Context: an optimization exercise on an open-source flow, tuned for small area. The choices shown serve that exercise and are no tape-out recipe.
RTL that was checked went through simulation tests only; none was proved equivalent to the original.
Only the layout flow was run in runs 4 to 6; the RTL was not checked for function there.

==> flow/run.sh <==
#!/bin/bash
# synth_recipe.tcl (not shown) runs the flow's synth.tcl, then flattens the netlist and writes it again
# the make line also repeats each setting of config.mk as NAME=value (left out here)
make -C /OpenROAD-flow-scripts/flow DESIGN_CONFIG=/design/flow/config.mk WORK_HOME=/design/flow/orfs CLKGATE_MAP_FILE= SYNTH_SCRIPT=/design/flow/synth_recipe.tcl finish
==> flow/config.mk <==
export PLATFORM = sky130hd
export DESIGN_NAME = svpwm_top
export DESIGN_NICKNAME = svpwm_top
export VERILOG_FILES = /design/flow/design.v
export SDC_FILE = /design/flow/constraint.sdc
export NUM_CORES = 4
export LEC_CHECK = 0
export CAP_MARGIN = 20
export CORE_MARGIN = 2
export CORE_UTILIZATION = 60
export CTS_BUF_LIST = sky130_fd_sc_hd__clkbuf_2 sky130_fd_sc_hd__clkbuf_4
export CTS_CLUSTER_SIZE = 20
export SLEW_MARGIN = 20
==> flow/constraint.sdc <==
create_clock -name core_clock -period 10.0 [get_ports {clk}]
set_input_delay 2.0000 -clock core_clock [delete_from_list [all_inputs] [get_ports {clk}]]
set_output_delay 2.0000 -clock core_clock [all_outputs]
set_load 0.01 [all_outputs]
==> flow/design.v <==
package svpwm_pkg;
    typedef logic signed [16-1:0] sample_t;
    typedef logic [16-1:0] duty_t;
endpackage
`timescale 1ns/1ps
module space_vector_modulator
(
    input  logic        clk,
    input  logic        reset,
    input  svpwm_pkg::sample_t alpha,
    input  svpwm_pkg::sample_t beta,
    input  logic        in_valid,
    output logic        in_ready,
    output logic [11:0] duty_u,
    output logic [11:0] duty_v,
    output logic [11:0] duty_w,
    output logic        duty_valid,
    output logic        duty_write
);
    localparam svpwm_pkg::sample_t PERIOD_S = svpwm_pkg::sample_t'(3000);
    logic [2:0] st;
    svpwm_pkg::sample_t a_r, b_r;
    svpwm_pkg::sample_t s1_a;
    svpwm_pkg::sample_t s2_t1, s2_t2;
    logic s2_small, s2_same;
    svpwm_pkg::sample_t s3_d, s3_t;
    logic [1:0] s3_sec;
    logic signed [27:0] a_prod;
    svpwm_pkg::sample_t abs_a, abs_b, dif, pp, qq;
    logic inv, is_small;
    svpwm_pkg::sample_t zz, ww, xo, yo;
    logic [11:0] cz, cx, cy;
    function automatic logic [15:0] radd(input logic [15:0] a, input logic [15:0] b, input logic cin);
        logic c;
        c = cin;
        for (int i = 0; i < 16; i++) begin
            radd[i] = a[i] ^ b[i] ^ c;
            c = (a[i] & b[i]) | (c & (a[i] ^ b[i]));
        end
    endfunction
    function automatic logic [15:0] rsub(input logic [15:0] a, input logic [15:0] b);
        rsub = radd(a, ~b, 1'b1);
    endfunction
    function automatic logic [15:0] rneg(input logic [15:0] a, input logic en);
        rneg = radd(a ^ {16{en}}, 16'd0, en);
    endfunction
    function automatic logic [11:0] clamp_duty(input svpwm_pkg::sample_t x);
        if (x < svpwm_pkg::sample_t'(20)) begin
            clamp_duty = 12'(20);
        end else if (x > svpwm_pkg::sample_t'(2980)) begin
            clamp_duty = 12'(2980);
        end else begin
            clamp_duty = x[11:0];
        end
    endfunction
    assign in_ready   = (st == 3'd0);
    assign duty_write = (st == 3'd6);
    assign inv        = b_r[15];
    logic [27:0] m1, m2;
    always_comb begin
        logic c;
        logic [27:0] x, y, z, r;
        x = {{12{a_r[15]}}, a_r} << 11;
        y = {{12{a_r[15]}}, a_r} << 8;
        z = {{12{a_r[15]}}, a_r} << 4;
        r = {{12{a_r[15]}}, a_r} << 1;
        c = 1'b1;
        for (int i = 0; i < 28; i++) begin
            m1[i] = x[i] ^ ~y[i] ^ c;
            c = (x[i] & ~y[i]) | (c & (x[i] ^ ~y[i]));
        end
        c = 1'b1;
        for (int i = 0; i < 28; i++) begin
            m2[i] = m1[i] ^ ~z[i] ^ c;
            c = (m1[i] & ~z[i]) | (c & (m1[i] ^ ~z[i]));
        end
        c = 1'b1;
        for (int i = 0; i < 28; i++) begin
            a_prod[i] = m2[i] ^ ~r[i] ^ c;
            c = (m2[i] & ~r[i]) | (c & (m2[i] ^ ~r[i]));
        end
    end
    assign abs_a = rneg(s1_a, s1_a[15]);
    assign abs_b = rneg(b_r, inv);
    assign dif   = rsub(abs_a, abs_b);
    assign pp    = radd(abs_b, s1_a, 1'b0);
    assign qq    = rsub(abs_b, s1_a);
    assign is_small = (abs_b[15] != abs_a[15]) ? abs_b[15] : dif[15] == 1'b0 && dif != 16'd0;
    assign zz = s3_d >>> 1;
    assign ww = inv ? rsub(PERIOD_S, zz) : zz;
    assign xo = inv ? radd(zz, 16'd0, s3_d[0]) : radd(PERIOD_S, ~zz, !s3_d[0]);
    assign yo = radd(ww, s3_t ^ {16{inv}}, inv);
    assign cz = clamp_duty(ww);
    assign cx = clamp_duty(xo);
    assign cy = clamp_duty(yo);
    always_ff @(posedge clk) begin
        if (in_ready) begin
            a_r <= alpha;
            b_r <= beta;
        end
        s1_a <= a_prod[25:10];
        s2_small <= is_small;
        s2_same  <= s1_a[15] == inv;
        if (is_small) begin
            s2_t1 <= abs_b;
            s2_t2 <= dif >>> 1;
        end else begin
            s2_t1 <= pp >>> 1;
            s2_t2 <= qq >>> 1;
        end
        s3_d <= rsub(rsub(PERIOD_S, s2_t1), s2_t2);
        if (s2_small) begin
            s3_t   <= s2_same ? s2_t1 : s2_t2;
            s3_sec <= s2_same ? 2'd1 : 2'd2;
        end else begin
            s3_t   <= inv ? s2_t2 : s2_t1;
            s3_sec <= 2'd0;
        end
        if (duty_write) begin
            case (s3_sec)
                2'd0: begin duty_u <= cy; duty_v <= cx; duty_w <= cz; end
                2'd1: begin duty_u <= cx; duty_v <= cy; duty_w <= cz; end
                default: begin duty_u <= cz; duty_v <= cx; duty_w <= cy; end
            endcase
        end
    end
    always_ff @(posedge clk or posedge reset) begin
        if (reset) begin
            st         <= 3'd7;
            duty_valid <= 1'b0;
        end else begin
            duty_valid <= duty_write;
            if (st == 3'd0) begin
                st <= (in_valid) ? 3'd1 : 3'd0;
            end else if (st == 3'd6) begin
                st <= 3'd0;
            end else if (st == 3'd7) begin
                st <= 3'd0;
            end else begin
                st <= st + 3'd1;
            end
        end
    end
endmodule
`timescale 1ns/1ps
module pwm_carrier
(
    input  logic        clk,
    input  logic        reset,
    output logic [11:0] carrier_count,
    output logic        period_start,
    output logic        period_next
);
    logic count_up;
    always_ff @(posedge clk or posedge reset) begin
        if (reset) begin
            carrier_count <= '0;
            count_up      <= 1'b1;
        end else if (count_up) begin
            carrier_count <= carrier_count + 1'b1;
            if (carrier_count == 12'(3000 - 1)) begin
                count_up <= 1'b0;
            end
        end else begin
            carrier_count <= carrier_count - 1'b1;
            if (carrier_count == 12'd1) begin
                count_up <= 1'b1;
            end
        end
    end
    assign period_start = (carrier_count == '0);
    assign period_next  = !count_up && (carrier_count == 12'd1);
endmodule
`timescale 1ns/1ps
module pwm_phase_leg
(
    input  logic        clk,
    input  logic        reset,
    input  logic [11:0] duty,
    input  logic        duty_load,
    input  logic        active_valid,
    input  logic [11:0] carrier_count,
    output logic        gate_hi,
    output logic        gate_lo
);
    logic [11:0] active_duty;
    logic        raw;
    logic        raw_q;
    logic [3:0]  dead_cnt;
    always_ff @(posedge clk) begin
        if (duty_load) begin
            active_duty <= duty;
        end
    end
    assign raw = active_valid && (carrier_count < active_duty);
    always_ff @(posedge clk or posedge reset) begin
        if (reset) begin
            raw_q    <= 1'b0;
            dead_cnt <= 4'(10);
        end else begin
            raw_q <= raw;
            if (raw != raw_q) begin
                dead_cnt <= 4'(10);
            end else if (dead_cnt != '0) begin
                dead_cnt <= dead_cnt - 1'b1;
            end
        end
    end
    assign gate_hi = (dead_cnt == '0) && raw_q;
    assign gate_lo = (dead_cnt == '0) && !raw_q;
endmodule
`timescale 1ns/1ps
module svpwm_top
(
    input  logic       clk,
    input  logic       reset,
    input  svpwm_pkg::sample_t    alpha,
    input  svpwm_pkg::sample_t    beta,
    input  logic       in_valid,
    output logic       in_ready,
    output svpwm_pkg::duty_t      duty_u,
    output svpwm_pkg::duty_t      duty_v,
    output svpwm_pkg::duty_t      duty_w,
    output logic       duty_valid,
    output logic [2:0] gate_hi,
    output logic [2:0] gate_lo
);
    logic [11:0] carrier_count;
    logic        period_start;
    logic        period_next;
    logic [11:0] du, dv, dw;
    logic        duty_write;
    logic        pending_valid;
    logic        active_valid;
    logic        active_load;
    space_vector_modulator u_modulator (
        .clk        (clk),
        .reset      (reset),
        .alpha      (alpha),
        .beta       (beta),
        .in_valid   (in_valid),
        .in_ready   (in_ready),
        .duty_u     (du),
        .duty_v     (dv),
        .duty_w     (dw),
        .duty_valid (duty_valid),
        .duty_write (duty_write)
    );
    assign duty_u = {4'b0, du};
    assign duty_v = {4'b0, dv};
    assign duty_w = {4'b0, dw};
    pwm_carrier u_carrier (
        .clk           (clk),
        .reset         (reset),
        .carrier_count (carrier_count),
        .period_start  (period_start),
        .period_next   (period_next)
    );
    always_ff @(posedge clk or posedge reset) begin
        if (reset) begin
            pending_valid <= 1'b0;
            active_valid  <= 1'b0;
        end else begin
            if (duty_valid) begin
                pending_valid <= 1'b1;
            end
            if (period_start) begin
                active_valid <= pending_valid;
            end
        end
    end
    assign active_load = (period_start && !duty_valid) || (period_next && duty_write);
    pwm_phase_leg u_leg_u (
        .clk           (clk),
        .reset         (reset),
        .duty          (du),
        .duty_load     (active_load),
        .active_valid  (active_valid),
        .carrier_count (carrier_count),
        .gate_hi       (gate_hi[0]),
        .gate_lo       (gate_lo[0])
    );
    pwm_phase_leg u_leg_v (
        .clk           (clk),
        .reset         (reset),
        .duty          (dv),
        .duty_load     (active_load),
        .active_valid  (active_valid),
        .carrier_count (carrier_count),
        .gate_hi       (gate_hi[1]),
        .gate_lo       (gate_lo[1])
    );
    pwm_phase_leg u_leg_w (
        .clk           (clk),
        .reset         (reset),
        .duty          (dw),
        .duty_load     (active_load),
        .active_valid  (active_valid),
        .carrier_count (carrier_count),
        .gate_hi       (gate_hi[2]),
        .gate_lo       (gate_lo[2])
    );
endmodule
==> key figures, run 1 <==
Clock network
  – Worst skew pair latency: ~660 ps
  – Post-cts gate resize count: 0
  – CTS sink cnt: about 220
  – Clock Path Buffers: 3
  – Clock Root Buffer: clkbuf_4
  – Hold Buf Count CTS: 0
  – Number of setup buffers added after CTS: 0
  – # H-tree levels: 2
  – CTS tree: done
  – TritonCTS Buffers: 59
  – Worst-path clk slew: 80 ps

Detailed routing
  – DR iter-0 viols: between 500 and 600
  – DRC viols: 0
  – Via density: around 5.4
  – Routed Antenna Nets: 0
  – Vias: about 10000
  – Final WL: between 20 and 30 mm
  – Wire length per cell: 16.1 µm
  – First drt pass iteration count: 5

Critical path
  – CP max FO: 33
  – WP data arrival: around 9600 ps
  – CP Launch Type: flop
  – Critical path capture point type: flop
  – Worst EP required: ~11000 ps
  – CP Class: reg -> reg

Yosys
  – Post-Syn Instances: ~1400
  – Asr flop ratio synth: about 15%
  – Seq/Total Area, Yosys: a little under two fifths
  – Synth Area per Inst: 10.9 µm²
  – Main flop type after synthesis: edfxtp_1
  – Mapped cell area: approximately 15000 µm²
  – Post-synth EDFFs: between 100 and 150
  – Flop and latch count out of synthesis: between 200 and 250
  – Synth cell types: between 80 and 90
  – YS warnings: 4

GRT
  – Antenna violations before repair: 1
  – All-layer global routing usage: 24.2%
  – Vias in the first global route: roughly 10000
  – Largest net degree at the start of global routing: about 70
  – Total grt overflow: 0
  – Global-route wire length before repair: between 50 and 60 mm

Timing
  – Fmax achieved: roughly 0.11 GHz
  – Worst rel slew slack: a little under a third
  – Slew Limit Fails: 0
  – Fin crit period: 9030 ps
  – Least-Margin Pin Slew: 1020 ps
  – RSZ-0062 raised after global routing: no
  – Setup tns final: 0 ps
  – # setup viols final: 0
  – Fin crit share: roughly 90%
  – Clock skew: approximately 26 ps
  – Hold violation count in the final report: 0
  – Final hold slack: ~420 ps

Floorplanning
  – Width of the die: approximately 160 µm
  – Initial Utilization: approximately three fifths
  – Io pins: 91
  – Core Area: about 24000 µm²
  – Die Height: roughly 160 µm
  – Row count: 57
  – Die Area: approximately 26000 µm²

Final layout
  – Syn-to-layout area delta: 12.0%
  – Share of layout cells above drive strength 1: under 10%
  – Layout Nets: about 1800

Outcome
  – Status: finished clean

Place
  – GPL Wtd Cong: 0.913
  – IO Port Bufs: 78
  – Final HPWL DP: between 20 and 25 mm

Worst hold path
  – Hold Path Class: reg -> reg

Run
  – Max-cap violations: 0
[state kept, by name (all words and copies together) (netlist names), 2 cells and up]
| name | cells |
|---|---|
| u_modulator.s3_d | 16 |
| u_modulator.duty_v | 12 |
| u_leg_w.dead_cnt | 4 |
| u_leg_w.active_duty | 12 |
| u_modulator.s3_t | 16 |
| u_modulator.b_r | 16 |
| u_modulator.s2_t2 | 15 |
| u_leg_v.dead_cnt | 4 |
| u_modulator.s2_t1 | 16 |
| u_leg_u.active_duty | 12 |
| u_modulator.s3_sec | 2 |
| u_leg_u.dead_cnt | 4 |
| u_modulator.s1_a | 16 |
| u_modulator.a_r | 16 |
| u_modulator.duty_u | 12 |
| u_modulator.st | 3 |
| u_modulator.duty_w | 12 |
| u_carrier.carrier_count | 12 |
| u_leg_v.active_duty | 12 |
[final timing paths]
| kind | slack, ps | from | cells past startpoint | to |
|---|---|---|---|---|
| worst max-delay path | 970 | u_modulator.b_r[15]$_DFFE_PP_ | 25 | u_modulator.s2_t2[0]$_DFF_P_ |
| worst min-delay path | 420 | u_modulator.s2_same$_DFF_P_ | 1 | u_modulator.s3_sec[1]$_SDFF_PN0_ |
| worst max register to register | 970 | u_modulator.b_r[15]$_DFFE_PP_ | 25 | u_modulator.s2_t2[0]$_DFF_P_ |
| worst min register to register | 420 | u_modulator.s2_same$_DFF_P_ | 1 | u_modulator.s3_sec[1]$_SDFF_PN0_ |
| max in group asynchronous | 7840 | reset | 3 | u_carrier.count_up$_DFF_PP1_ |
| min in group asynchronous | 1760 | reset | 3 | u_leg_v.dead_cnt[0]$_DFFE_PP0P_ |
[cell usage after synthesis (all sizes together) (5+ instances only)]
cell / number / area (µm²)
inv: 228 / 856
ha: 144 / 1800
fa: 116 / 2320
edfxtp: 104 / 3120
dfxtp: 83 / 1660
nand2: 80 / 300
o21ai: 65 / 329
nor2: 53 / 201
xor2: 43 / 377
a21oi: 36 / 195
xnor2: 33 / 297
buf: 28 / 211
dfrtp: 24 / 601
mux2i: 23 / 238
nor3: 23 / 115
clkbuf: 21 / 78.8
nand3: 16 / 80.1
nand4: 16 / 100
o22ai: 16 / 100
a21o: 15 / 113
nor2b: 15 / 93.8
nand2b: 12 / 75.1
dfstp: 10 / 263
nor3b: 10 / 75.1
nor4: 9 / 81.3
o21a: 9 / 67.6
mux2: 8 / 90.1
and2: 7 / 43.8
and3: 7 / 43.8
o211ai: 7 / 52.6
a22oi: 6 / 45.0
and4: 6 / 52.6
o221ai: 6 / 58.8
o2bb2ai: 6 / 52.6
or4: 6 / 48.8
a21boi: 5 / 37.5
a31oi: 5 / 31.3
or2: 5 / 31.3
[final cells by class]
type                       count  area (µm²)
timing repair buffer          87         848
inverter                     228         856
antenna                        1        2.50
sequential                   221        5650
fill                        1909        7680
clock buffer                  90         676
tap                          324         405
clock inverter                19        76.3
multi-input combinational    875        8130
[per-layer routing]
metal,global-route usage (%),vias to the layer above,wire [µm],part of all wire (%)
met5,0,-,0,0
met4,12.6,0,1540,5.2
met3,3.57,91,1020,3.4
met2,41.3,234,14700,49
met1,29.9,4738,12500,42
li1,-,4874,-,-
[cell usage in the layout (no fill, tap or decap), types with 7 or more instances in the layout]
cell type,count
o211ai_1,7
conb_1,12
and2_1,7
o22ai_1,16
and3_1,7
clkbuf_4,90
nand4_1,16
o21ai_1,8
nor3b_1,10
a21oi_1,33
ha_1,144
nand2b_1,12
buf_4,9
nor3_1,23
o21a_1,9
mux2_2,7
edfxtp_1,104
dfrtp_1,24
nor2b_1,15
nand3_1,16
dfxtp_1,83
fa_1,116
dfstp_2,10
nor2_1,52
mux2i_1,21
xor2_1,43
clkinv_1,14
nand2_1,80
clkdlybuf4s50_1,78
a21o_1,15
o21ai_0,56
inv_1,228
xnor2_1,32
[critical path: stages, from the launching register on]
cell and delay (ps):
edfxtp_1 350, buf_4 210, ha_1 320, xor2_1 280, inv_1 80, ha_1 200
fa_1 380, fa_1 400, fa_1 390, fa_1 400, fa_1 400, fa_1 390
fa_1 400, fa_1 400, fa_1 400, fa_1 390, fa_1 390, fa_1 400
fa_1 390, fa_1 530, nand4_1 90, o41ai_1 460, nand2_1 180, a21oi_4 590
buf_4 340, o21ai_0 110
[through the flow]
step / utilization (%) / worst slack (ps) / std cells / area (µm²)
6_report: 68.4 / 968 / 1845 / 16600
5_1_grt: 68.4 / 425 / 1845 / 16600
4_1_cts: 68.4 / 969 / 1844 / 16600
3_5_place_dp: 65.3 / 1010 / 1735 / 15900
3_3_place_gp: 65.3 / 1130 / 1735 / 15900
2_1_floorplan: - / 998 / 1373 / 14900
[kinds of logic after synthesis]
group | count (synthesis) | share of synthesized area, %
muxes | 31 | 2.21
and+or+nand+nor | 281 | 10.1
other | 1 | 0.0252
DFF | 221 | 38.0
xor gates and xnor gates | 76 | 4.53
adders and majority gates | 260 | 27.8
buffers and inverters | 277 | 7.71
AOI/OAI and AO/OA | 215 | 9.69
==> run 2, diff against run 1 <==
--- a/flow/config.mk
+++ b/flow/config.mk
@@ -8,6 +8,5 @@
 export CAP_MARGIN = 20
 export CORE_MARGIN = 2
-export CORE_UTILIZATION = 60
-export CTS_BUF_LIST = sky130_fd_sc_hd__clkbuf_2 sky130_fd_sc_hd__clkbuf_4
-export CTS_CLUSTER_SIZE = 20
+export CORE_UTILIZATION = 70
+export CTS_BUF_LIST = sky130_fd_sc_hd__clkbuf_4
 export SLEW_MARGIN = 20
==> key figures, run 2 <==
Outcome
  – Status: finished clean (unchanged)

Detailed routing
  – Routed Antenna Nets: 0 (unchanged)
  – Final WL: 31.0 mm (was 29.7 mm)
  – First drt pass iteration count: 5 (unchanged)
  – DR iter-0 viols: 527 (was 577)
  – DRC viols: 0 (unchanged)
  – Vias: 10100 (was 9937)
  – Via density: 5.67 (was 5.39)
  – Wire length per cell: 17.3 µm (was 16.1 µm)

Floorplanning
  – Die Area: 22400 µm² (was 26000 µm²)
  – Initial Utilization: 70.9% (was 61.1%)
  – Io pins: 91 (unchanged)
  – Die Height: 150 µm (was 161 µm)
  – Core Area: 21000 µm² (was 24300 µm²)
  – Row count: 53 (was 57)
  – Width of the die: 150 µm (was 161 µm)

Timing
  – Clock skew: 38.1 ps (was 25.7 ps)
  – Fin crit share: 89.8% (was 90.3%)
  – Slew Limit Fails: 0 (unchanged)
  – Least-Margin Pin Slew: 979 ps (was 1020 ps)
  – RSZ-0062 raised after global routing: no (unchanged)
  – # setup viols final: 0 (unchanged)
  – Fmax achieved: 0.111 GHz (about the same)
  – Hold violation count in the final report: 0 (unchanged)
  – Setup slack after layout: 1020 ps (was 968 ps)
  – Worst rel slew slack: 34.3% (was 31.9%)
  – Setup tns final: 0 ps (unchanged)
  – Fin crit period: 8980 ps (was 9030 ps)

Yosys
  – YS warnings: 4 (unchanged)
  – Seq/Total Area, Yosys: 38.0% (unchanged)
  – Synth cell types: 84 (unchanged)
  – Count leader, synth: inv_1 (unchanged)
  – Main flop type after synthesis: edfxtp_1 (unchanged)
  – Top cells by count, synth: inv_1, ha_1, fa_1, edfxtp_1, dfxtp_1 (unchanged)
  – Synth area leader: edfxtp_1 (unchanged)
  – Post-Syn Instances: 1362 (unchanged)
  – Largest cells by area after synthesis: edfxtp_1, fa_1, ha_1 (unchanged)
  – Post-synth top area share: 21.0% (unchanged)
  – Asr flop ratio synth: 15.4% (unchanged)
  – Mapped cell area: 14900 µm² (unchanged)
  – Flop and latch count out of synthesis: 221 (unchanged)
  – Synth Area per Inst: 10.9 µm² (unchanged)
  – Post-synth EDFFs: 104 (unchanged)

Clock network
  – Clock Path Buffers: 3 (unchanged)
  – Worst skew pair latency: 690 ps (was 660 ps)
  – Worst-path clk slew: 60 ps (was 80 ps)
  – # H-tree levels: 2 (unchanged)
  – CTS tree: done (unchanged)
  – Clock Root Buffer: clkbuf_4 (unchanged)
  – CTS sink cnt: 221 (unchanged)
  – TritonCTS Buffers: 57 (was 59)
  – Hold Buf Count CTS: 0 (unchanged)
  – Number of setup buffers added after CTS: 0 (unchanged)
  – Post-cts gate resize count: 0 (unchanged)

Critical path
  – CP Class: reg -> reg (unchanged)
  – Worst R2R End: u_modulator.s2_t1[15]$_DFF_P_ (was u_modulator.s2_t2[0]$_DFF_P_)
  – Worst R2R Start: u_modulator.b_r[15]$_DFFE_PP_ (unchanged)
  – WP data arrival: 9510 ps (was 9550 ps)
  – Setup crit end: u_modulator.s2_t1[15]$_DFF_P_ (was u_modulator.s2_t2[0]$_DFF_P_)
  – R2R Setup Slk: 1020 ps (was 970 ps)
  – FF-to-FF path depth: 26 (was 25)
  – Critical path capture point type: flop (unchanged)
  – Worst EP required: 10530 ps (was 10520 ps)
  – Crit. Startpoint: u_modulator.b_r[15]$_DFFE_PP_ (unchanged)
  – CP max FO: 60 (was 33)
  – CP Launch Type: flop (unchanged)

Place
  – Final HPWL DP: 24.1 mm (was 23.3 mm)
  – GPL Wtd Cong: 0.991 (was 0.913)
  – Placed Instance Area: 15800 µm² (was 15900 µm²)
  – IO Port Bufs: 78 (unchanged)
  – Pre-CTS setup slack: 1090 ps (was 1010 ps)

GRT
  – Largest net degree at the start of global routing: 72 (was 71)
  – Antenna violations before repair: 1 (unchanged)
  – Global-route wire length before repair: 50.2 mm (was 50.0 mm)
  – Vias in the first global route: 10500 (was 10300)
  – Total grt overflow: 0 (unchanged)
  – All-layer global routing usage: 28.8% (was 24.2%)

Worst hold path
  – Hold Path Class: reg -> reg (unchanged)

Final layout
  – Layout Nets: 1765 (was 1767)
  – Syn-to-layout area delta: 11.3% (was 12.0%)
  – Commonest cells after routing, fill and taps aside: inv_1, ha_1, fa_1 (unchanged)
  – Most common cell after layout, fill and taps aside: inv_1 (unchanged)
  – Fin area: 16500 µm² (was 16600 µm²)
  – Share of layout cells above drive strength 1: 9.59% (was 9.87%)

Run
  – Max-cap violations: 0 (unchanged)
-- run 2: final cells by class --
cell class	instances	area (µm²)
Clock buffer	83	623
Timing Repair Buffer	87	848
Antenna cell	1	2.50
Tap cell	275	344
Multi-Input combinational cell	875	8140
Fill cell	1386	4420
Inverter	228	856
Sequential cell	221	5650
Clock inverter	18	78.8
-- run 2: metrics by stage --
step                util, %  hold slack (ps)  cells
finish                 78.9              418   1788
global route           78.9              444   1788
CTS                    78.9              417   1787
detailed placement     75.5              419   1686
global placement       75.5              405   1686
floorplan                 -              383   1373
-- run 2: cell families (layout without fill, tap and decap cells) --
| family | count (synthesis) | after routing | share of synthesized area (%) |
|---|---|---|---|
| buf+inv | 277 | 416 | 7.71 |
| compound gates | 215 | 215 | 9.69 |
| simple gates | 281 | 281 | 10.1 |
| xor+xnor | 76 | 76 | 4.53 |
| flops | 221 | 221 | 38.0 |
| other cells | 1 | 13 | 0.0252 |
| fa+ha+maj | 260 | 260 | 27.8 |
| mux | 31 | 31 | 2.21 |
-- run 2: worst min path at each step --
stage                                           start                          endpoint  depth (start not counted)
final                     u_modulator.s2_same$_DFF_P_  u_modulator.s3_sec[1]$_SDFF_PN0_                          1
after global routing      u_modulator.s2_same$_DFF_P_  u_modulator.s3_sec[1]$_SDFF_PN0_                          1
after CTS                 u_modulator.s2_same$_DFF_P_  u_modulator.s3_sec[1]$_SDFF_PN0_                          1
after detailed placement  u_modulator.s2_same$_DFF_P_  u_modulator.s3_sec[1]$_SDFF_PN0_                          1
after global placement    u_modulator.s2_same$_DFF_P_  u_modulator.s3_sec[1]$_SDFF_PN0_                          1
after floorplan           u_modulator.s2_same$_DFF_P_  u_modulator.s3_sec[1]$_SDFF_PN0_                          1
-- run 2: critical path, stage by stage (launching register included) --
cell      delay, ps
edfxtp_1        350
buf_4           210
ha_1            330
xor2_1          270
inv_1            80
ha_1            200
fa_1            380
fa_1            400
fa_1            400
fa_1            400
fa_1            410
fa_1            390
fa_1            400
fa_1            410
fa_1            400
fa_1            400
fa_1            410
fa_1            400
fa_1            400
fa_1            510
nand4_1          90
o41ai_1         510
nand2_1         200
a21oi_4         170
buf_4           440
nand2_1         130
xnor2_1         150
-- run 2: layer usage --
layer | vias up | part of all wire, % | track usage [%] | wire length, µm
li1 | 4859 | - | - | -
met1 | 4834 | 38 | 32.6 | 11700
met2 | 333 | 52 | 51.8 | 16200
met3 | 106 | 4.7 | 4.36 | 1470
met4 | 0 | 5.4 | 16.6 | 1670
met5 | - | 0 | 0 | 0
==> run 3, diff against run 2 <==
--- a/flow/config.mk
+++ b/flow/config.mk
@@ -8,5 +8,4 @@
 export CAP_MARGIN = 20
 export CORE_MARGIN = 2
-export CORE_UTILIZATION = 70
-export CTS_BUF_LIST = sky130_fd_sc_hd__clkbuf_4
+export CORE_UTILIZATION = 40
 export SLEW_MARGIN = 20
==> key figures, run 3 <==
Outcome
  – Status: finished clean (unchanged)

Yosys
  – Synth cell types: 84 (unchanged)
  – Count leader, synth: inv_1 (unchanged)
  – YS warnings: 4 (unchanged)
  – Largest cells by area after synthesis: edfxtp_1, fa_1, ha_1 (unchanged)
  – Flop and latch count out of synthesis: 221 (unchanged)
  – Synth Area per Inst: 10.9 µm² (unchanged)
  – Asr flop ratio synth: 15.4% (unchanged)
  – Post-Syn Instances: 1362 (unchanged)
  – Post-synth top area share: 21.0% (unchanged)
  – Top cells by count, synth: inv_1, ha_1, fa_1, edfxtp_1, dfxtp_1 (unchanged)
  – Synth area leader: edfxtp_1 (unchanged)
  – Seq/Total Area, Yosys: 38.0% (unchanged)
  – Mapped cell area: 14900 µm² (unchanged)
  – Post-synth EDFFs: 104 (unchanged)
  – Main flop type after synthesis: edfxtp_1 (unchanged)

Final layout
  – Share of layout cells above drive strength 1: 6.26% (was 9.59%)
  – Most common cell after layout, fill and taps aside: inv_1 (unchanged)
  – Syn-to-layout area delta: 13.4% (was 11.3%)
  – Fin area: 16800 µm² (was 16500 µm²)
  – Commonest cells after routing, fill and taps aside: inv_1, ha_1, fa_1 (unchanged)
  – Layout Nets: 1732 (was 1765)
  – Register Area: 5650 µm² (unchanged)
  – Filler cells: 3409 (was 1386)
  – N_diodes: 0 (was 1)
  – Area of the multi-input gates: 8130 µm² (was 8140 µm²)

GRT
  – Global-route wire length before repair: 50.6 mm (was 50.2 mm)
  – All-layer global routing usage: 16.3% (was 28.8%)
  – Largest net degree at the start of global routing: 71 (was 72)
  – Vias in the first global route: 9996 (was 10500)
  – Total grt overflow: 0 (unchanged)
  – Antenna violations before repair: 0 (was 1)

Floorplanning
  – Io pins: 91 (unchanged)
  – Core Area: 36600 µm² (was 21000 µm²)
  – Row count: 70 (was 53)
  – Die Height: 197 µm (was 150 µm)
  – Width of the die: 197 µm (was 150 µm)
  – Die Area: 38700 µm² (was 22400 µm²)
  – Initial Utilization: 40.6% (was 70.9%)

Clock network
  – Hold Buf Count CTS: 0 (unchanged)
  – Worst skew pair latency: 540 ps (was 690 ps)
  – TritonCTS Buffers: 24 (was 57)
  – Number of setup buffers added after CTS: 0 (unchanged)
  – Clock Path Buffers: 3 (unchanged)
  – CTS sink cnt: 221 (unchanged)
  – Post-cts gate resize count: 0 (unchanged)
  – Clock Root Buffer: clkbuf_16 (was clkbuf_4)
  – Worst-path clk slew: 60 ps (about the same)
  – # H-tree levels: 1 (was 2)
  – CTS tree: done (unchanged)

Place
  – Placed Instance Area: 16100 µm² (was 15800 µm²)
  – Final HPWL DP: 24.5 mm (was 24.1 mm)
  – IO Port Bufs: 78 (unchanged)
  – GPL Wtd Cong: 0.887 (was 0.991)

Run
  – Max-cap violations: 0 (unchanged)

Timing
  – Fin crit share: 91.0% (was 89.8%)
  – Slew Limit Fails: 0 (unchanged)
  – Setup tns final: 0 ps (unchanged)
  – RSZ-0062 raised after global routing: no (unchanged)
  – Hold violation count in the final report: 0 (unchanged)
  – Clock skew: 17.6 ps (was 38.1 ps)
  – Worst rel slew slack: 31.6% (was 34.3%)
  – Fmax achieved: 0.110 GHz (was 0.111 GHz)
  – # setup viols final: 0 (unchanged)
  – Least-Margin Pin Slew: 1020 ps (was 979 ps)
  – Fin crit period: 9100 ps (was 8980 ps)

Detailed routing
  – Via density: 5.05 (was 5.67)
  – First drt pass iteration count: 6 (was 5)
  – Routed Antenna Nets: 0 (unchanged)
  – DR iter-0 viols: 412 (was 527)
  – DRC viols: 0 (unchanged)
  – Wire length per cell: 16.0 µm (was 17.3 µm)
  – Vias: 9697 (was 10100)
  – Final WL: 30.8 mm (was 31.0 mm)

Worst hold path
  – Hold endpoint: u_modulator.s3_sec[1]$_SDFF_PN0_ (unchanged)
  – Hold Path Depth: 1 (unchanged)
  – HP Start: u_modulator.s2_same$_DFF_P_ (unchanged)
  – Hold Path Class: reg -> reg (unchanged)

Critical path
  – FF-to-FF path depth: 26 (unchanged)
  – Critical path capture point type: flop (unchanged)
  – WP data arrival: 9560 ps (was 9510 ps)
  – Worst R2R Start: u_modulator.b_r[15]$_DFFE_PP_ (unchanged)
  – R2R Setup Slk: 900 ps (was 1020 ps)
  – CP Class: reg -> reg (unchanged)
  – CP Launch Type: flop (unchanged)
  – CP max FO: 32 (was 60)
  – Worst EP required: 10460 ps (was 10530 ps)
  – Worst R2R End: u_modulator.s2_t1[3]$_DFF_P_ (was u_modulator.s2_t1[15]$_DFF_P_)
-- run 3: changes by cell type in the layout (fill, tap and decap cells not counted), sizes merged --
cell / delta
diode: -1
clkinv: -11
bufinv: +1
clkbuf: -50
clkinvlp: +1
-- run 3: area by class of cell --
| class | instances | share of cell area [%] |
|---|---|---|
| Tap cell | 468 | 3.48 |
| Clock buffer | 33 | 4.19 |
| Inverter | 228 | 5.08 |
| Clock inverter | 9 | 0.423 |
| Timing Repair Buffer | 87 | 5.04 |
| Multi-Input combinational cell | 875 | 48.3 |
| Sequential cell | 221 | 33.5 |
-- run 3: through the flow --
stage	hold slack (ps)	utilization [%]	std cells	setup slack, ps
after CTS	409	46.0	1921	946
after detailed placement	408	43.9	1879	989
final	402	46.0	1921	897
after floorplan	383	-	1373	998
after global placement	401	43.9	1879	1110
after global routing	425	46.0	1921	427
-- run 3: how the worst max path moves through the flow --
stage / from / end / slack, ps / cells after the start
after CTS: u_modulator.b_r[15]$_DFFE_PP_ / u_modulator.s2_t1[3]$_DFF_P_ / 950 / 26
final: u_modulator.b_r[15]$_DFFE_PP_ / u_modulator.s2_t1[3]$_DFF_P_ / 900 / 26
after floorplan: u_modulator.b_r[15]$_DFFE_PP_ / u_modulator.s2_t1[15]$_DFF_P_ / 1000 / 28
after detailed placement: u_modulator.b_r[15]$_DFFE_PP_ / u_modulator.s2_t2[1]$_DFF_P_ / 990 / 25
after global placement: u_modulator.b_r[15]$_DFFE_PP_ / u_modulator.s2_t1[1]$_DFF_P_ / 1110 / 26
after global routing: u_modulator.b_r[15]$_DFFE_PP_ / u_modulator.s2_t1[2]$_DFF_P_ / 430 / 26
-- run 3: cells by family after synthesis --
family	after synthesis	synth area share, %
XOR/XNOR	76	4.53
multiplexers	31	2.21
other	1	0.0252
AO/OA/AOI/OAI	215	9.69
flip-flops	221	38.0
adder cells (fa/ha/maj)	260	27.8
AND/OR/NAND/NOR	281	10.1
buffers and inverters	277	7.71
-- run 3: critical path, cell delays in order, from the launching register on --
cell,delay [ps]
edfxtp_1,370
buf_4,220
ha_1,320
xor2_1,270
inv_1,80
ha_1,190
fa_1,380
fa_1,390
fa_1,390
fa_1,400
fa_1,400
fa_1,400
fa_1,400
fa_1,400
fa_1,400
fa_1,400
fa_1,390
fa_1,390
fa_1,390
fa_1,520
nand4_1,110
o41ai_1,470
nand2_1,190
a21oi_4,580
buf_4,370
nor2_1,60
a21oi_1,120
-- run 3: per-layer routing --
layer	track usage (%)	vias to the layer above	part of all wire, %	wire, µm
met3	2.38	58	3.9	1220
met4	4.54	0	2.5	769
met2	30.3	202	52	16000
li1	-	4747	-	-
met1	19.6	4690	42	12800
met5	0	-	0	0
==> run 4, diff against run 3 <==
--- a/flow/design.v
+++ b/flow/design.v
@@ -26,5 +26,5 @@
     svpwm_pkg::sample_t s3_d, s3_t;
     logic [1:0] s3_sec;
-    logic signed [27:0] a_prod;
+    svpwm_pkg::sample_t a_scaled;
     svpwm_pkg::sample_t abs_a, abs_b, dif, pp, qq;
     logic inv, is_small;
@@ -57,28 +57,23 @@
     assign duty_write = (st == 3'd6);
     assign inv        = b_r[15];
-    logic [27:0] m1, m2;
+    logic [24:0] a9, a137;
     always_comb begin
         logic c;
-        logic [27:0] x, y, z, r;
-        x = {{12{a_r[15]}}, a_r} << 11;
-        y = {{12{a_r[15]}}, a_r} << 8;
-        z = {{12{a_r[15]}}, a_r} << 4;
-        r = {{12{a_r[15]}}, a_r} << 1;
-        c = 1'b1;
-        for (int i = 0; i < 28; i++) begin
-            m1[i] = x[i] ^ ~y[i] ^ c;
-            c = (x[i] & ~y[i]) | (c & (x[i] ^ ~y[i]));
-        end
-        c = 1'b1;
-        for (int i = 0; i < 28; i++) begin
-            m2[i] = m1[i] ^ ~z[i] ^ c;
-            c = (m1[i] & ~z[i]) | (c & (m1[i] ^ ~z[i]));
-        end
-        c = 1'b1;
-        for (int i = 0; i < 28; i++) begin
-            a_prod[i] = m2[i] ^ ~r[i] ^ c;
-            c = (m2[i] & ~r[i]) | (c & (m2[i] ^ ~r[i]));
+        logic [24:0] x, y;
+        x = {{9{a_r[15]}}, a_r};
+        y = {{6{a_r[15]}}, a_r, 3'b0};
+        c = 1'b0;
+        for (int i = 0; i < 25; i++) begin
+            a9[i] = x[i] ^ y[i] ^ c;
+            c = (x[i] & y[i]) | (c & (x[i] ^ y[i]));
+        end
+        y = {{2{a_r[15]}}, a_r, 7'b0};
+        c = 1'b0;
+        for (int i = 0; i < 25; i++) begin
+            a137[i] = a9[i] ^ y[i] ^ c;
+            c = (a9[i] & y[i]) | (c & (a9[i] ^ y[i]));
         end
     end
+    assign a_scaled = radd({a_r[14:0], 1'b0}, ~a137[24:9], a_r[8:0] == 9'd0);
     assign abs_a = rneg(s1_a, s1_a[15]);
     assign abs_b = rneg(b_r, inv);
@@ -99,5 +94,5 @@
             b_r <= beta;
         end
-        s1_a <= a_prod[25:10];
+        s1_a <= a_scaled;
         s2_small <= is_small;
         s2_same  <= s1_a[15] == inv;
@@ -153,4 +148,13 @@
 );
     logic count_up;
+    logic [11:0] count_next;
+    always_comb begin
+        logic t;
+        t = 1'b1;
+        for (int i = 0; i < 12; i++) begin
+            count_next[i] = carrier_count[i] ^ t;
+            t = t && (carrier_count[i] == count_up);
+        end
+    end
     always_ff @(posedge clk or posedge reset) begin
         if (reset) begin
@@ -158,10 +162,10 @@
             count_up      <= 1'b1;
         end else if (count_up) begin
-            carrier_count <= carrier_count + 1'b1;
+            carrier_count <= count_next;
             if (carrier_count == 12'(3000 - 1)) begin
                 count_up <= 1'b0;
             end
         end else begin
-            carrier_count <= carrier_count - 1'b1;
+            carrier_count <= count_next;
             if (carrier_count == 12'd1) begin
                 count_up <= 1'b1;
@@ -193,5 +197,12 @@
         end
     end
-    assign raw = active_valid && (carrier_count < active_duty);
+    logic below;
+    always_comb begin
+        below = 1'b0;
+        for (int i = 0; i < 12; i++) begin
+            below = active_duty[i] ? (!carrier_count[i] || below) : (!carrier_count[i] && below);
+        end
+    end
+    assign raw = active_valid && below;
     always_ff @(posedge clk or posedge reset) begin
         if (reset) begin
--- a/flow/config.mk
+++ b/flow/config.mk
@@ -6,4 +6,5 @@
 export NUM_CORES = 4
 export LEC_CHECK = 0
+export ABC_AREA = 1
 export CAP_MARGIN = 20
 export CORE_MARGIN = 2
==> key figures, run 4 <==
Timing
  – Fmax achieved: 0.112 GHz (was 0.110 GHz)
  – Slew Limit Fails: 0 (unchanged)
  – Setup slack after layout: 1040 ps (was 897 ps)
  – Worst rel slew slack: 45.0% (was 31.6%)
  – Hold violation count in the final report: 0 (unchanged)
  – Fin crit share: 89.6% (was 91.0%)
  – Clock skew: 10.3 ps (was 17.6 ps)
  – Fin crit period: 8960 ps (was 9100 ps)
  – RSZ-0062 raised after global routing: no (unchanged)
  – # setup viols final: 0 (unchanged)
  – Least-Margin Pin Slew: 816 ps (was 1020 ps)
  – Setup tns final: 0 ps (unchanged)

Final layout
  – Layout Nets: 1723 (was 1732)
  – Share of layout cells above drive strength 1: 4.77% (was 6.26%)
  – N_diodes: 0 (unchanged)
  – Final core utilization: 45.8% (was 46.0%)
  – Most common cell after layout, fill and taps aside: inv_1 (unchanged)
  – Syn-to-layout area delta: 13.5% (was 13.4%)
  – Commonest cells after routing, fill and taps aside: inv_1, nand2_1, fa_1 (was inv_1, ha_1, fa_1)

Critical path
  – Critical path capture point type: flop (unchanged)
  – CP max FO: 5 (was 32)
  – CP Class: reg -> reg (unchanged)
  – Worst EP required: 10450 ps (was 10460 ps)
  – CP Launch Type: flop (unchanged)
  – Most frequent CP cell: fa_1 (unchanged)
  – Worst Path Buf+Inv: 6 (was 3)
  – Crit-path max cell delay: 520 ps (was 580 ps)
  – WP data arrival: 9410 ps (was 9560 ps)
  – CP top delay family: adder cells (unchanged)
  – Slowest cell on crit path: edfxtp_1 (was a21oi_4)

Yosys
  – Post-synth EDFFs: 104 (unchanged)
  – Synth cell types: 47 (was 84)
  – Count leader, synth: inv_1 (unchanged)
  – Synth Area per Inst: 9.86 µm² (was 10.9 µm²)
  – Top cells by count, synth: inv_1, nand2_1, fa_1, ha_1, edfxtp_1 (was inv_1, ha_1, fa_1, edfxtp_1, dfxtp_1)
  – Post-Syn Instances: 1404 (was 1362)
  – Asr flop ratio synth: 15.4% (unchanged)
  – Mapped cell area: 13800 µm² (was 14900 µm²)
  – Largest cells by area after synthesis: edfxtp_1, fa_1, dfxtp_1 (was edfxtp_1, fa_1, ha_1)
  – YS warnings: 4 (unchanged)
  – Main flop type after synthesis: edfxtp_1 (unchanged)
  – Seq/Total Area, Yosys: 40.8% (was 38.0%)
  – Flop and latch count out of synthesis: 221 (unchanged)
  – Post-synth top area share: 22.6% (was 21.0%)
  – Synth area leader: edfxtp_1 (unchanged)

Clock network
  – Hold Buf Count CTS: 0 (unchanged)
  – Number of setup buffers added after CTS: 0 (unchanged)
  – Post-cts gate resize count: 0 (unchanged)
  – Worst skew pair latency: 510 ps (was 540 ps)
  – # H-tree levels: 1 (unchanged)
  – Clock Path Buffers: 3 (unchanged)
  – CTS sink cnt: 221 (unchanged)
  – TritonCTS Buffers: 25 (was 24)
  – Worst-path clk slew: 60 ps (about the same)
  – CTS tree: done (unchanged)
  – Clock Root Buffer: clkbuf_16 (unchanged)

Detailed routing
  – First drt pass iteration count: 8 (was 6)
  – Via density: 4.64 (was 5.05)
  – Wire length per cell: 13.3 µm (was 16.0 µm)
  – Vias: 9028 (was 9697)
  – DRC viols: 0 (unchanged)
  – DR iter-0 viols: 438 (was 412)
  – Final WL: 25.8 mm (was 30.8 mm)
  – Routed Antenna Nets: 0 (unchanged)

Floorplanning
  – Initial Utilization: 40.4% (was 40.6%)
  – Core Area: 34300 µm² (was 36600 µm²)
  – Die Height: 190 µm (was 197 µm)
  – Io pins: 91 (unchanged)
  – Row count: 68 (was 70)
  – Width of the die: 190 µm (was 197 µm)
  – Die Area: 36100 µm² (was 38700 µm²)

GRT
  – Antenna violations before repair: 0 (unchanged)
  – Total grt overflow: 0 (unchanged)
  – Global-route wire length before repair: 44.3 mm (was 50.6 mm)
  – Vias in the first global route: 9433 (was 9996)
  – All-layer global routing usage: 15.0% (was 16.3%)
  – Largest net degree at the start of global routing: 72 (was 71)

Place
  – IO Port Bufs: 78 (unchanged)
  – Final HPWL DP: 20.6 mm (was 24.5 mm)
  – Pre-CTS setup slack: 1070 ps (was 989 ps)
  – GPL Wtd Cong: 0.862 (was 0.887)

Outcome
  – Status: finished clean (unchanged)

Run
  – Max-cap violations: 0 (unchanged)

Worst hold path
  – Hold Path Class: reg -> reg (unchanged)
## run 4: worst register-to-register path: cells and delay by family, from the launching register on
family          cells  cell delay (ps)
buf+inv             6              370
fa+ha+maj          20             7710
flops               1              520
compound gates      3              300
## run 4: per-stage QoR
step	std cells	instance area (µm²)	hold WS [ps]
3_5_place_dp	1902	15000	450
5_1_grt	1945	15700	485
6_report	1945	15700	459
2_1_floorplan	1415	13900	390
3_3_place_gp	1902	15000	436
4_1_cts	1945	15700	456
## run 4: worst paths after layout
check | end | startpoint | cells past startpoint | slack [ps]
setup / recovery | u_modulator.s1_a[14]$_DFF_P_ | u_modulator.a_r[4]$_DFFE_PP_ | 29 | 1040
hold / removal | u_modulator.s3_sec[0]$_SDFF_PN0_ | u_modulator.s2_small$_DFF_P_ | 2 | 460
setup reg to reg | u_modulator.s1_a[14]$_DFF_P_ | u_modulator.a_r[4]$_DFFE_PP_ | 29 | 1040
hold reg to reg | u_modulator.s3_sec[0]$_SDFF_PN0_ | u_modulator.s2_small$_DFF_P_ | 2 | 460
max in group asynchronous | u_carrier.count_up$_DFF_PP1_ | reset | 3 | 7760
min in group asynchronous | u_leg_u.dead_cnt[0]$_DFFE_PP0P_ | reset | 3 | 1890
## run 4: kinds of logic (layout without fill, tap and decap cells)
group	Yosys count	after routing	synth area share, %
DFF	221	221	40.8
and+or+nand+nor	415	415	12.9
xor gates and xnor gates	78	78	4.99
buffers and inverters	321	396	9.67
AOI/OAI and AO/OA	152	152	6.26
muxes	2	2	0.163
other	1	12	0.0271
adders and majority gates	214	214	25.2
## run 4: per-layer routing
layer | GRT usage, % | up-vias | share of wire, %
li1 | - | 4596 | -
met1 | 17.9 | 4182 | 42
met2 | 27.4 | 203 | 50
met3 | 1.99 | 47 | 4.4
met4 | 5.64 | 0 | 3.4
met5 | 0 | - | 0
## run 4: area by class of cell
class | instances | area [µm²]
fillers | 3282 | 18600
multi-input cells | 873 | 6910
flip-flops and latches | 221 | 5650
inverters | 265 | 995
repair buffers | 88 | 856
clock buffers | 36 | 697
well taps | 455 | 569
clock inverters | 7 | 33.8
==> run 5, diff against run 4 <==
--- a/flow/config.mk
+++ b/flow/config.mk
@@ -10,3 +10,5 @@
 export CORE_MARGIN = 2
 export CORE_UTILIZATION = 40
+export CTS_CLUSTER_DIAMETER = 120
+export CTS_CLUSTER_SIZE = 24
 export SLEW_MARGIN = 20
==> key figures, run 5 <==
Place
  – IO Port Bufs: 78 (unchanged)
  – Placed Instance Area: 15000 µm² (unchanged)
  – Placed Cells: 1902 (unchanged)
  – Final HPWL DP: 20.6 mm (unchanged)
  – GPL Wtd Cong: 0.862 (unchanged)

Timing
  – Fin crit period: 8930 ps (was 8960 ps)
  – RSZ-0062 raised after global routing: no (unchanged)
  – Hold violation count in the final report: 0 (unchanged)
  – Setup tns final: 0 ps (unchanged)
  – Clock skew: 18.5 ps (was 10.3 ps)
  – Slew Limit Fails: 0 (unchanged)
  – # setup viols final: 0 (unchanged)
  – Worst rel slew slack: 44.8% (was 45.0%)
  – Fmax achieved: 0.112 GHz (about the same)
  – Fin crit share: 89.3% (was 89.6%)
  – Least-Margin Pin Slew: 828 ps (was 816 ps)

Detailed routing
  – DR iter-0 viols: 418 (was 438)
  – Routed Antenna Nets: 0 (unchanged)
  – Vias: 8959 (was 9028)
  – Via density: 4.66 (was 4.64)
  – DRC viols: 0 (unchanged)
  – Wire length per cell: 13.2 µm (was 13.3 µm)
  – First drt pass iteration count: 7 (was 8)
  – Final WL: 25.4 mm (was 25.8 mm)

Critical path
  – FF-to-FF path depth: 29 (unchanged)
  – CP max FO: 5 (unchanged)
  – Crit-path max cell delay: 530 ps (was 520 ps)
  – Worst R2R End: u_modulator.s1_a[14]$_DFF_P_ (unchanged)
  – Slowest cell on crit path: edfxtp_1 (unchanged)
  – Worst EP required: 10430 ps (was 10450 ps)
  – R2R Setup Slk: 1070 ps (was 1040 ps)
  – WP data arrival: 9360 ps (was 9410 ps)
  – Worst R2R Start: u_modulator.a_r[4]$_DFFE_PP_ (unchanged)
  – CP Class: reg -> reg (unchanged)
  – Most frequent CP cell: fa_1 (unchanged)
  – CP Launch Type: flop (unchanged)
  – Critical path capture point type: flop (unchanged)

Floorplanning
  – Io pins: 91 (unchanged)
  – Die Area: 36100 µm² (unchanged)
  – Die Height: 190 µm (unchanged)
  – Width of the die: 190 µm (unchanged)
  – Initial Utilization: 40.4% (unchanged)
  – Core Area: 34300 µm² (unchanged)
  – Row count: 68 (unchanged)

Clock network
  – TritonCTS Buffers: 13 (was 25)
  – Number of setup buffers added after CTS: 0 (unchanged)
  – Clock Path Buffers: 3 (unchanged)
  – CTS sink cnt: 221 (unchanged)
  – CTS tree: done (unchanged)
  – Worst-path clk slew: 100 ps (was 60 ps)
  – Post-cts gate resize count: 0 (unchanged)
  – Worst skew pair latency: 480 ps (was 510 ps)
  – Hold Buf Count CTS: 0 (unchanged)
  – Clock Root Buffer: clkbuf_16 (unchanged)
  – # H-tree levels: 1 (unchanged)

Final layout
  – Final core utilization: 44.8% (was 45.8%)
  – Layout Cells excl Fill: 1923 (was 1945)
  – Filler cells: 3311 (was 3282)
  – Area of the multi-input gates: 6910 µm² (unchanged)
  – N_diodes: 0 (unchanged)
  – Most common cell after layout, fill and taps aside: inv_1 (unchanged)
  – Syn-to-layout area delta: 10.9% (was 13.5%)
  – Register Area: 5650 µm² (unchanged)
  – Share of layout cells above drive strength 1: 3.75% (was 4.77%)
  – Commonest cells after routing, fill and taps aside: inv_1, nand2_1, fa_1 (unchanged)
  – Layout Nets: 1711 (was 1723)
  – Fin area: 15300 µm² (was 15700 µm²)

Yosys
  – Post-synth top area share: 22.6% (unchanged)
  – Main flop type after synthesis: edfxtp_1 (unchanged)
  – Asr flop ratio synth: 15.4% (unchanged)
  – Synth area leader: edfxtp_1 (unchanged)
  – Post-synth EDFFs: 104 (unchanged)
  – Mapped cell area: 13800 µm² (unchanged)
  – Count leader, synth: inv_1 (unchanged)
  – Largest cells by area after synthesis: edfxtp_1, fa_1, dfxtp_1 (unchanged)
  – Top cells by count, synth: inv_1, nand2_1, fa_1, ha_1, edfxtp_1 (unchanged)
  – Synth Area per Inst: 9.86 µm² (unchanged)
  – Flop and latch count out of synthesis: 221 (unchanged)
  – Synth cell types: 47 (unchanged)
  – YS warnings: 4 (unchanged)
  – Post-Syn Instances: 1404 (unchanged)
  – Seq/Total Area, Yosys: 40.8% (unchanged)

GRT
  – M1 GR Usage: 17.8% (was 17.9%)
  – Total grt overflow: 0 (unchanged)
  – Largest net degree at the start of global routing: 72 (unchanged)
  – GR met3 Demand/Resource: 1.79% (was 1.99%)
  – Most utilized layer in the global route result: met2 (unchanged)
  – Met2 Usage GRT: 27.2% (was 27.4%)
  – Vias in the first global route: 9298 (was 9433)
  – Antenna violations before repair: 0 (unchanged)
  – All-layer global routing usage: 14.8% (was 15.0%)
  – Global-route wire length before repair: 43.7 mm (was 44.3 mm)

Run
  – Max-cap violations: 0 (unchanged)

Worst hold path
  – Hold Path Class: reg -> reg (unchanged)
  – Hold Path Depth: 2 (unchanged)
  – HP Start: u_modulator.s2_small$_DFF_P_ (unchanged)
  – Hold endpoint: u_modulator.s3_sec[0]$_SDFF_PN0_ (unchanged)

Outcome
  – Status: finished clean (unchanged)
## run 5: cell counts after synthesis
No cell type changed its count.
## run 5: layer usage
layer / share of wire (%) / vias up
met5: 0 / -
met4: 3.1 / 0
met3: 3.6 / 38
met2: 50 / 180
met1: 43 / 4183
li1: - / 4558
## run 5: area by class of cell
class,count,area share [%]
multi-input combinational,873,45.0
timing repair buffer,88,5.58
tap,455,3.71
clock inverter,3,0.163
sequential,221,36.8
clock buffer,18,2.24
inverter,265,6.48
## run 5: how the worst max path moves through the flow
stage	from	end	cells after the start
final	u_modulator.a_r[4]$_DFFE_PP_	u_modulator.s1_a[14]$_DFF_P_	29
after global routing	u_modulator.a_r[4]$_DFFE_PP_	u_modulator.s1_a[14]$_DFF_P_	31
after CTS	u_modulator.a_r[4]$_DFFE_PP_	u_modulator.s1_a[14]$_DFF_P_	31
after detailed placement	u_modulator.a_r[4]$_DFFE_PP_	u_modulator.s1_a[14]$_DFF_P_	31
after global placement	u_modulator.a_r[4]$_DFFE_PP_	u_modulator.s1_a[14]$_DFF_P_	29
after floorplan	u_modulator.a_r[4]$_DFFE_PP_	u_modulator.s1_a[14]$_DFF_P_	29
## run 5: critical path: cells and delay by family (launching register included)
kind | cells | cell delay, ps
DFF | 1 | 530
adders and majority gates | 20 | 7680
buffers and inverters | 6 | 360
AOI/OAI and AO/OA | 3 | 300
## run 5: through the flow
stage / setup slack [ps] / hold slack, ps
6_report: 1070 / 465
5_1_grt: 687 / 491
4_1_cts: 1050 / 468
3_5_place_dp: 1070 / 450
3_3_place_gp: 1220 / 436
2_1_floorplan: 1410 / 390
## run 5: logic make-up (layout without fill, tap and decap cells)
group / Yosys count / in the layout / share of synthesized area, %
buf+inv: 321 / 374 / 9.67
simple gates: 415 / 415 / 12.9
compound gates: 152 / 152 / 6.26
fa+ha+maj: 214 / 214 / 25.2
other cells: 1 / 12 / 0.0271
flops: 221 / 221 / 40.8
mux: 2 / 2 / 0.163
xor+xnor: 78 / 78 / 4.99
==> run 6, diff against run 5 <==
--- a/flow/config.mk
+++ b/flow/config.mk
@@ -7,8 +7,8 @@
 export LEC_CHECK = 0
 export ABC_AREA = 1
-export CAP_MARGIN = 20
+export CAP_MARGIN = 0
 export CORE_MARGIN = 2
 export CORE_UTILIZATION = 40
-export CTS_CLUSTER_DIAMETER = 120
-export CTS_CLUSTER_SIZE = 24
-export SLEW_MARGIN = 20
+export CTS_CLUSTER_DIAMETER = 150
+export CTS_CLUSTER_SIZE = 30
+export SLEW_MARGIN = 0
==> key figures, run 6 <==
Outcome
  – Status: finished clean (unchanged)

GRT
  – Global-route wire length before repair: 43.7 mm (about the same)
  – M1 GR Usage: 18.0% (was 17.8%)
  – Antenna violations before repair: 0 (unchanged)
  – Met2 Usage GRT: 27.3% (was 27.2%)
  – All-layer global routing usage: 14.8% (about the same)
  – Most utilized layer in the global route result: met2 (unchanged)
  – Vias in the first global route: 9274 (was 9298)
  – GR met3 Demand/Resource: 1.75% (was 1.79%)
  – Largest net degree at the start of global routing: 72 (unchanged)
  – Total grt overflow: 0 (unchanged)

Clock network
  – Number of setup buffers added after CTS: 0 (unchanged)
  – Hold Buf Count CTS: 0 (unchanged)
  – Worst skew pair latency: 480 ps (about the same)
  – CTS tree: done (unchanged)
  – Clock Root Buffer: clkbuf_16 (unchanged)
  – TritonCTS Buffers: 11 (was 13)
  – Clock Path Buffers: 3 (unchanged)
  – # H-tree levels: 1 (unchanged)
  – Worst-path clk slew: 120 ps (was 100 ps)
  – CTS sink cnt: 221 (unchanged)
  – Post-cts gate resize count: 0 (unchanged)

Critical path
  – CP max FO: 5 (unchanged)
  – Critical path capture point type: flop (unchanged)
  – WP data arrival: 9400 ps (was 9360 ps)
  – CP Launch Type: flop (unchanged)
  – Crit-path max cell delay: 540 ps (was 530 ps)
  – CP Class: reg -> reg (unchanged)
  – Most frequent CP cell: fa_1 (unchanged)
  – Slowest cell on crit path: edfxtp_1 (unchanged)
  – Worst EP required: 10410 ps (was 10430 ps)

Timing
  – Clock skew: 24.3 ps (was 18.5 ps)
  – Fin crit period: 8990 ps (was 8930 ps)
  – Worst rel slew slack: 44.6% (was 44.8%)
  – # setup viols final: 0 (unchanged)
  – Slew Limit Fails: 0 (unchanged)
  – Setup tns final: 0 ps (unchanged)
  – Fmax achieved: 0.111 GHz (was 0.112 GHz)
  – Least-Margin Pin Slew: 831 ps (was 828 ps)
  – Fin crit share: 89.9% (was 89.3%)
  – RSZ-0062 raised after global routing: no (unchanged)
  – Hold violation count in the final report: 0 (unchanged)

Floorplanning
  – Width of the die: 190 µm (unchanged)
  – Core Area: 34300 µm² (unchanged)
  – Io pins: 91 (unchanged)
  – Initial Utilization: 40.4% (unchanged)
  – Die Area: 36100 µm² (unchanged)
  – Row count: 68 (unchanged)
  – Die Height: 190 µm (unchanged)

Run
  – Max-cap violations: 0 (unchanged)

Detailed routing
  – Wire length per cell: 13.3 µm (was 13.2 µm)
  – First drt pass iteration count: 5 (was 7)
  – Via density: 4.63 (was 4.66)
  – DRC viols: 0 (unchanged)
  – Final WL: 25.4 mm (about the same)
  – Vias: 8892 (was 8959)
  – Routed Antenna Nets: 0 (unchanged)
  – DR iter-0 viols: 440 (was 418)

Final layout
  – Fin area: 15300 µm² (about the same)
  – N_diodes: 0 (unchanged)
  – Most common cell after layout, fill and taps aside: inv_1 (unchanged)
  – Share of layout cells above drive strength 1: 3.55% (was 3.75%)
  – Syn-to-layout area delta: 10.5% (was 10.9%)
  – Commonest cells after routing, fill and taps aside: inv_1, nand2_1, fa_1 (unchanged)
  – Layout Nets: 1709 (was 1711)
  – Filler cells: 3302 (was 3311)

Place
  – GPL Wtd Cong: 0.862 (unchanged)
  – IO Port Bufs: 78 (unchanged)
  – Placed Instance Area: 15000 µm² (unchanged)
  – Final HPWL DP: 20.6 mm (unchanged)

Yosys
  – Seq/Total Area, Yosys: 40.8% (unchanged)
  – Post-synth EDFFs: 104 (unchanged)
  – Post-Syn Instances: 1404 (unchanged)
  – Top cells by count, synth: inv_1, nand2_1, fa_1, ha_1, edfxtp_1 (unchanged)
  – YS warnings: 4 (unchanged)
  – Count leader, synth: inv_1 (unchanged)
  – Main flop type after synthesis: edfxtp_1 (unchanged)
  – Post-synth top area share: 22.6% (unchanged)
  – Largest cells by area after synthesis: edfxtp_1, fa_1, dfxtp_1 (unchanged)
  – Flop and latch count out of synthesis: 221 (unchanged)
  – Asr flop ratio synth: 15.4% (unchanged)
  – Synth area leader: edfxtp_1 (unchanged)
  – Synth Area per Inst: 9.86 µm² (unchanged)
  – Mapped cell area: 13800 µm² (unchanged)
  – Synth cell types: 47 (unchanged)

Worst hold path
  – Hold Path Class: reg -> reg (unchanged)
-- run 6: cell counts after synthesis --
Identical to the previous run, type by type.
-- run 6: path summary, 6_finish.rpt --
| kind | endpoint | start | slack, ps | depth (start not counted) |
|---|---|---|---|---|
| worst max-delay path | u_modulator.s1_a[14]$_DFF_P_ | u_modulator.a_r[4]$_DFFE_PP_ | 1010 | 29 |
| worst min-delay path | u_modulator.s3_sec[1]$_SDFF_PN0_ | u_modulator.s2_same$_DFF_P_ | 470 | 1 |
| worst max register to register | u_modulator.s1_a[14]$_DFF_P_ | u_modulator.a_r[4]$_DFFE_PP_ | 1010 | 29 |
| worst min register to register | u_modulator.s3_sec[1]$_SDFF_PN0_ | u_modulator.s2_same$_DFF_P_ | 470 | 1 |
| max in group asynchronous | u_leg_v.dead_cnt[1]$_DFFE_PP1P_ | reset | 7720 | 3 |
| min in group asynchronous | u_leg_u.dead_cnt[2]$_DFFE_PP0P_ | reset | 1920 | 3 |
-- run 6: area by class of cell --
class / count / area [µm²] / area share [%]
well taps: 455 / 569 / 3.72
repair buffers: 88 / 856 / 5.60
multi-input cells: 873 / 6910 / 45.2
clock inverters: 2 / 25.0 / 0.164
clock buffers: 15 / 290 / 1.90
flip-flops and latches: 221 / 5650 / 36.9
inverters: 265 / 995 / 6.50
-- run 6: logic make-up (layout without fill, tap and decap cells) --
| group | count (synthesis) | in the layout | share of synthesized area (%) |
|---|---|---|---|
| other | 1 | 12 | 0.0271 |
| buffers and inverters | 321 | 370 | 9.67 |
| flip-flops | 221 | 221 | 40.8 |
| AO/OA/AOI/OAI | 152 | 152 | 6.26 |
| multiplexers | 2 | 2 | 0.163 |
| adder cells (fa/ha/maj) | 214 | 214 | 25.2 |
| XOR/XNOR | 78 | 78 | 4.99 |
| AND/OR/NAND/NOR | 415 | 415 | 12.9 |
-- run 6: critical path: cells and delay by family, from the launching register on --
kind	cells	cell delay [ps]
compound gates	3	300
fa+ha+maj	20	7710
buf+inv	6	360
flops	1	540
-- run 6: layer usage --
layer	up-vias	share of wire, %
li1	4551	-
met1	4163	44
met2	145	50
met3	33	3.3
met4	0	2.7
met5	-	0
-- run 6: metrics by stage --
step           setup slack [ps]  utilization (%)  instances  hold slack, ps
3_5_place_dp               1070             43.7       1902             450
4_1_cts                     986             44.6       1919             466
6_report                   1010             44.6       1919             466
2_1_floorplan              1410                -       1415             390
3_3_place_gp               1220             43.7       1902             436
5_1_grt                     612             44.6       1919             493

[re-timing with driven ports]
The results above use ideal ports. As a check the final layouts listed here were re-extracted and re-timed, cells and wires unchanged.
Step 1: set_driving_cell puts a clkbuf_16 on clk and a buf_2 on each other input, an assumption about the parent block.
Step 2 moves the port delays by t, midway between the first and last clock arrival at a register: inputs arrive t later, outputs are due t later. That takes back most of the time a late clock gives input paths.
a / b / c = ideal / step 1 / step 2; a / b = the first two.
run | shift t [ns] | setup slack, ns | worst hold slack (ns)
run 1 | 0.695 | 0.968 / 0.968 / 0.968 | 0.423 / 0.423 / 0.423
run 2 | 0.706 | 1.021 / 1.021 / 1.021 | 0.418 / 0.418 / 0.418
run 3 | 0.577 | 0.897 / 0.897 / 0.897 | 0.402 / 0.402 / 0.402
run 4 | 0.557 | 1.039 / 1.039 / 1.039 | 0.459 / 0.459 / 0.459
run 5 | 0.522 | 1.074 / 1.074 / 1.074 | 0.465 / 0.465 / 0.465
run 6 | 0.518 | 1.011 / 1.011 / 1.011 | 0.466 / 0.466 / 0.466
After both steps setup and hold are still met in every run listed.
